This is an optimization exercise on Yosys and OpenROAD, whose aim is small area, a short achievable clock period and few clock cycles per item, not a production implementation. In this exercise RTL edits were held to simulation tests only and were not proved equivalent to the original. No activity file was given, so power comes from the tool's default toggle rates.

==> flow/design.v <==
`default_nettype none
package hqc_pkg;
    localparam int N = 97;
    localparam int WEIGHT = 6;
    localparam int LOC_W = 7;
    localparam int IDX_W = 3;
    localparam int MSG_W = 8;
    localparam int REP = 12;
    localparam int WORD_W = 32;
    localparam int POLY_WORDS = 4;
    typedef logic [N-1:0] poly_t;
    typedef logic [LOC_W-1:0] loc_t;
    localparam logic [5:0] ADDR_CTRL = 6'd0;
    localparam logic [5:0] ADDR_H = 6'd1;
    localparam logic [5:0] ADDR_S = 6'd5;
    localparam logic [5:0] ADDR_R1 = 6'd9;
    localparam logic [5:0] ADDR_R2 = 6'd15;
    localparam logic [5:0] ADDR_E = 6'd21;
    localparam logic [5:0] ADDR_MSG = 6'd27;
    localparam logic [5:0] ADDR_U = 6'd28;
    localparam logic [5:0] ADDR_V = 6'd32;
    typedef enum logic {
        JOB_U,
        JOB_V
    } job_t;
    typedef enum logic [1:0] {
        SEQ_IDLE,
        SEQ_ISSUE_U,
        SEQ_ISSUE_V,
        SEQ_WAIT
    } seq_state_t;
endpackage
`default_nettype wire
`timescale 1ns/1ps
`default_nettype none
module hqc_encrypt (
    input  wire logic        clk,
    input  wire logic        rst,
    input  wire logic        wb_cyc,
    input  wire logic        wb_stb,
    input  wire logic        wb_we,
    input  wire logic [5:0]  wb_adr,
    input  wire logic [31:0] wb_dat_i,
    output logic [31:0]      wb_dat_o,
    output logic             wb_ack
);
    localparam int N = 97;
    logic [N-1:0] h_reg;
    logic [N-1:0] s_reg;
    logic [N-1:0] acc_p;
    logic [N-1:0] acc_q;
    logic [6:0]   r1_loc [6];
    logic [6:0]   r2_loc [6];
    logic [6:0]   e_loc [6];
    logic [7:0]   msg_reg;
    localparam int KA = 3;
    logic [3:0]   n;
    logic         started;
    logic         ph;
    logic [N-1:0] r_reg;
    logic [6-KA:0] amt_b;
    logic [6:0]   amt_a;
    logic [7:0]   loc_hi;
    logic [15:0]  loc_lo;
    logic access, wr, busy, go;
    logic [7:0]  dat_g;
    assign access = wb_cyc && wb_stb && !wb_ack;
    assign busy = (n != 4'd0);
    assign wr = access && wb_we && !busy;
    assign go = wr && (wb_adr == 6'd0) && wb_dat_i[0] && !rst;
    assign dat_g = wb_dat_i[7:0] & {8{!rst}};
    always_ff @(posedge clk) begin
        if (rst) wb_ack <= 1'b0;
        else wb_ack <= access;
    end
    logic [127:0] h_pad, s_pad, p_pad, q_pad;
    logic [3:0] h_ok, s_ok;
    logic [N-1:0] h_val, s_val;
    assign h_val = h_reg & {{1{h_ok[3]}}, {32{h_ok[2]}}, {32{h_ok[1]}}, {32{h_ok[0]}}};
    assign s_val = s_reg & {{1{s_ok[3]}}, {32{s_ok[2]}}, {32{s_ok[1]}}, {32{s_ok[0]}}};
    assign h_pad = {31'b0, h_val};
    assign s_pad = {31'b0, s_val};
    assign p_pad = {31'b0, acc_p};
    assign q_pad = {31'b0, acc_q};
    always_ff @(posedge clk) begin
        for (int k = 0; k < 3; k++) begin
            if (wr && wb_adr == 6'(1 + k)) h_reg[32*k +: 32] <= wb_dat_i;
            if (wr && wb_adr == 6'(5 + k)) s_reg[32*k +: 32] <= wb_dat_i;
        end
        if (wr && wb_adr == 6'd4) h_reg[96] <= wb_dat_i[0];
        if (wr && wb_adr == 6'd8) s_reg[96] <= wb_dat_i[0];
        for (int k = 0; k < 4; k++) begin
            if (rst) h_ok[k] <= 1'b0;
            else if (wr && wb_adr == 6'(1 + k)) h_ok[k] <= 1'b1;
            if (rst) s_ok[k] <= 1'b0;
            else if (wr && wb_adr == 6'(5 + k)) s_ok[k] <= 1'b1;
        end
        for (int j = 0; j < 6; j++) begin
            if (rst || (wr && wb_adr == 6'(9 + j)))  r1_loc[j] <= dat_g[6:0];
            if (rst || (wr && wb_adr == 6'(15 + j))) r2_loc[j] <= dat_g[6:0];
            if (rst || (wr && wb_adr == 6'(21 + j))) e_loc[j] <= dat_g[6:0];
        end
        if (rst || (wr && wb_adr == 6'd27)) msg_reg <= dat_g[7:0];
    end
    logic [31:0] rd_data;
    logic done_vis, busy_vis;
    assign done_vis = (n == 4'd0) ? started : (n >= 4'd10);
    assign busy_vis = busy && !(n >= 4'd10);
    logic [35:0] sel;
    always_comb begin
        for (int a = 0; a < 36; a++) sel[a] = (wb_adr == 6'(a));
    end
    always_comb begin
        rd_data = {30'b0, done_vis & sel[0], busy_vis & sel[0]};
        for (int k = 0; k < 4; k++) begin
            rd_data = rd_data | (h_pad[32*k +: 32] & {32{sel[1 + k]}});
            rd_data = rd_data | (s_pad[32*k +: 32] & {32{sel[5 + k]}});
            rd_data = rd_data | (p_pad[32*k +: 32] & {32{(sel[28 + k] && ph) || (sel[32 + k] && !ph)}});
            rd_data = rd_data | (q_pad[32*k +: 32] & {32{(sel[28 + k] && !ph) || (sel[32 + k] && ph)}});
        end
        for (int j = 0; j < 6; j++) begin
            rd_data[6:0] = rd_data[6:0] | (r1_loc[j] & {7{sel[9 + j]}});
            rd_data[6:0] = rd_data[6:0] | (r2_loc[j] & {7{sel[15 + j]}});
            rd_data[6:0] = rd_data[6:0] | (e_loc[j] & {7{sel[21 + j]}});
        end
        rd_data[7:0] = rd_data[7:0] | (msg_reg & {8{sel[27]}});
    end
    always_ff @(posedge clk) wb_dat_o <= rd_data;
    always_ff @(posedge clk) begin
        if (rst) begin
            n <= 4'd0;
            started <= 1'b0;
        end else if (go) begin
            n <= 4'd1;
            started <= 1'b1;
        end else if (busy) begin
            n <= (n == 4'd11) ? 4'd0 : n + 4'd1;
        end
    end
    logic [5:0] ja_oh, ja_busy, ja_nx;
    always_comb begin
        for (int j = 0; j < 6; j++) ja_busy[j] = ((n + 4'd2) >> 1) == 4'(j);
        ja_busy[0] = (n >= 4'd10);
        if (rst || !busy) ja_nx = 6'b000001;
        else ja_nx = ja_busy;
        if (go) ja_nx = 6'b000010;
    end
    always_ff @(posedge clk) ja_oh <= ja_nx;
    logic [6:0] amt_nx, amt_busy;
    always_comb begin
        amt_busy = '0;
        for (int j = 0; j < 6; j++) amt_busy = amt_busy | (r2_loc[j] & {7{ja_busy[j]}});
        if (rst) amt_nx = '0;
        else if (busy) amt_nx = amt_busy;
        else if (wr && wb_adr == 6'd15) amt_nx = dat_g[6:0];
        else amt_nx = r2_loc[0];
        if (go) amt_nx = r2_loc[1];
    end
    always_ff @(posedge clk) amt_a <= amt_nx;
    always_ff @(posedge clk) begin
        if (rst) ph <= 1'b0;
        else ph <= !ph;
    end
    logic [3:0] sel_h, sel_s;
    always_ff @(posedge clk) begin
        for (int k = 0; k < 4; k++) begin
            sel_h[k] <= !rst && !ph && (h_ok[k] || (wr && wb_adr == 6'(1 + k)));
            sel_s[k] <= !rst && ph && (s_ok[k] || (wr && wb_adr == 6'(5 + k)));
        end
    end
    logic [N-1:0] in_a;
    logic [N-1:0] rot_a;
    always_comb begin
        for (int i = 0; i < N; i++) in_a[i] = (h_reg[i] & sel_h[i / 32] & !rst) | (s_reg[i] & sel_s[i / 32] & !rst);
    end
    logic [N-1:0] sa [KA+1];
    assign sa[0] = in_a;
    genvar k, i;
    generate
        for (k = 0; k < KA; k++) begin : g_sa
            for (i = 0; i < N; i++) begin : g_bit
                assign sa[k+1][i] = amt_a[k] ? sa[k][(i + N - ((1 << k) % N)) % N] : sa[k][i];
            end
        end
    endgenerate
    assign rot_a = sa[KA];
    logic [6:0] loc_a;
    always_comb begin
        loc_a = '0;
        for (int j = 0; j < 6; j++) loc_a = loc_a | ((ph ? r1_loc[j] : e_loc[j]) & {7{ja_oh[j]}});
    end
    always_ff @(posedge clk) begin
        r_reg <= rot_a;
        amt_b <= amt_a[6:KA];
        for (int b = 0; b < 8; b++) loc_hi[b] <= (rst && b == 0) || (!rst && loc_a[6:4] == 3'(b));
        for (int b = 0; b < 16; b++) loc_lo[b] <= (rst && b == 0) || (!rst && loc_a[3:0] == 4'(b));
    end
    logic [N-1:0] flip;
    logic [N-1:0] rot_b;
    logic [N-1:0] term;
    always_comb begin
        for (int b = 0; b < N; b++) flip[b] = loc_hi[b / 16] && loc_lo[b % 16];
    end
    logic [N-1:0] sb [8-KA];
    assign sb[0] = r_reg;
    generate
        for (k = 0; k < 7 - KA; k++) begin : g_sb
            for (i = 0; i < N; i++) begin : g_bit
                assign sb[k+1][i] = amt_b[k] ? sb[k][(i + N - ((1 << (k + KA)) % N)) % N] : sb[k][i];
            end
        end
    endgenerate
    assign rot_b = sb[7-KA];
    assign term = rot_b ^ flip;
    logic clr, add;
    logic [N-1:0] codeword;
    assign clr = go || rst;
    assign add = (go || busy) && !rst;
    always_comb begin
        codeword = '0;
        for (int b = 0; b < 96; b++) codeword[b] = msg_reg[b / 12];
    end
    always_ff @(posedge clk) begin
        acc_p <= ((acc_q & {N{!clr}}) | (codeword & {N{go && ph}})) ^ (term & {N{add}});
        acc_q <= (acc_p & {N{!clr}}) | (codeword & {N{go && !ph}});
    end
endmodule
`default_nettype wire
export LEC_CHECK = 0
export CAP_MARGIN = 30
export CORE_MARGIN = 2
export CORE_UTILIZATION = 40
export CTS_CLUSTER_DIAMETER = 70
export CTS_CLUSTER_SIZE = 20
export SETUP_SLACK_MARGIN = 4.35
export SLEW_MARGIN = 40
create_clock -name core_clock -period 7.0 [get_ports {clk}]
standard.sh (not shown) runs the stock make flow with config.mk's settings and CLKGATE_MAP_FILE= SYNTH_SCRIPT=/design/flow/synth_recipe.tcl, a recipe that flattens the netlist after the stock synthesis.
==> flow/flow/run.sh <==
#!/bin/bash
# The standard layout (standard.sh: ORFS synthesis to finish), with one
# change: the port buffers that global placement inserts are buf_4 cells
# instead of the default delay buffer, which is slow on input and output paths.
set -uo pipefail
export BUFFER_PORTS_ARGS="-buffer_cell sky130_fd_sc_hd__buf_4"
bash standard.sh finish > flow_make.log 2>&1
The starting point ran to the end with no violations.
Testbench counts at the start, summed over its fixed seeds: cycles 6,720, jobs 96.
==> next run, changes <==
--- a/flow/design.v
+++ b/flow/design.v
@@ -61,6 +61,5 @@
     logic [6-KA:0] amt_b;
     logic [6:0]   amt_a;
-    logic [7:0]   loc_hi;
-    logic [15:0]  loc_lo;
+    logic [6:0]   loc_b;
     logic access, wr, busy, go;
     logic [7:0]  dat_g;
@@ -193,6 +192,5 @@
         r_reg <= rot_a;
         amt_b <= amt_a[6:KA];
-        for (int b = 0; b < 8; b++) loc_hi[b] <= (rst && b == 0) || (!rst && loc_a[6:4] == 3'(b));
-        for (int b = 0; b < 16; b++) loc_lo[b] <= (rst && b == 0) || (!rst && loc_a[3:0] == 4'(b));
+        loc_b <= rst ? 7'd0 : loc_a;
     end
     logic [N-1:0] flip;
@@ -200,5 +198,5 @@
     logic [N-1:0] term;
     always_comb begin
-        for (int b = 0; b < N; b++) flip[b] = loc_hi[b / 16] && loc_lo[b % 16];
+        for (int b = 0; b < N; b++) flip[b] = (loc_b == 7'(b));
     end
     logic [N-1:0] sb [8-KA];
What happened:
- The new run completed with no timing, DRC or antenna violations
- setup slack gets better by 0.013 ns
- combinational power shrinks by 31%
- global-route usage shrinks by 0.68 points
- first-iteration DRC count shrinks by 0.61%
- total power shrinks by 9.4%
- cell area stays flat
- die area is about the same
Testbench counts after the change, summed over its fixed seeds: cycles 6,720, jobs 96.

[what the ideal ports hide]
Ports are ideal in the flow. The routed layouts listed here were re-timed in OpenROAD. Step 1 assumes that a clkbuf_16 drives the clock port and a buf_2 every other input. Step 2 moves the port delays by t, midway between the first and last clock arrival at a register: inputs arrive t later, outputs are due t later. That takes back most of the time a late clock gives input paths. Three values: no drivers, after step 1, after step 2; two values: the first two.
| run | t (ns) | setup WS [ns] | worst setup path after step 2 |
|---|---|---|---|
| the first run | 0.716 | 4.211 / 4.059 / 3.343 | input to register |
| the second run | 0.708 | 4.224 / 4.050 / 3.342 | input to register |
After both steps setup and hold are still met in every run listed. The setup slack of the second run, which loses most, moves by -0.174 ns with the drivers and by -0.882 ns with both steps.
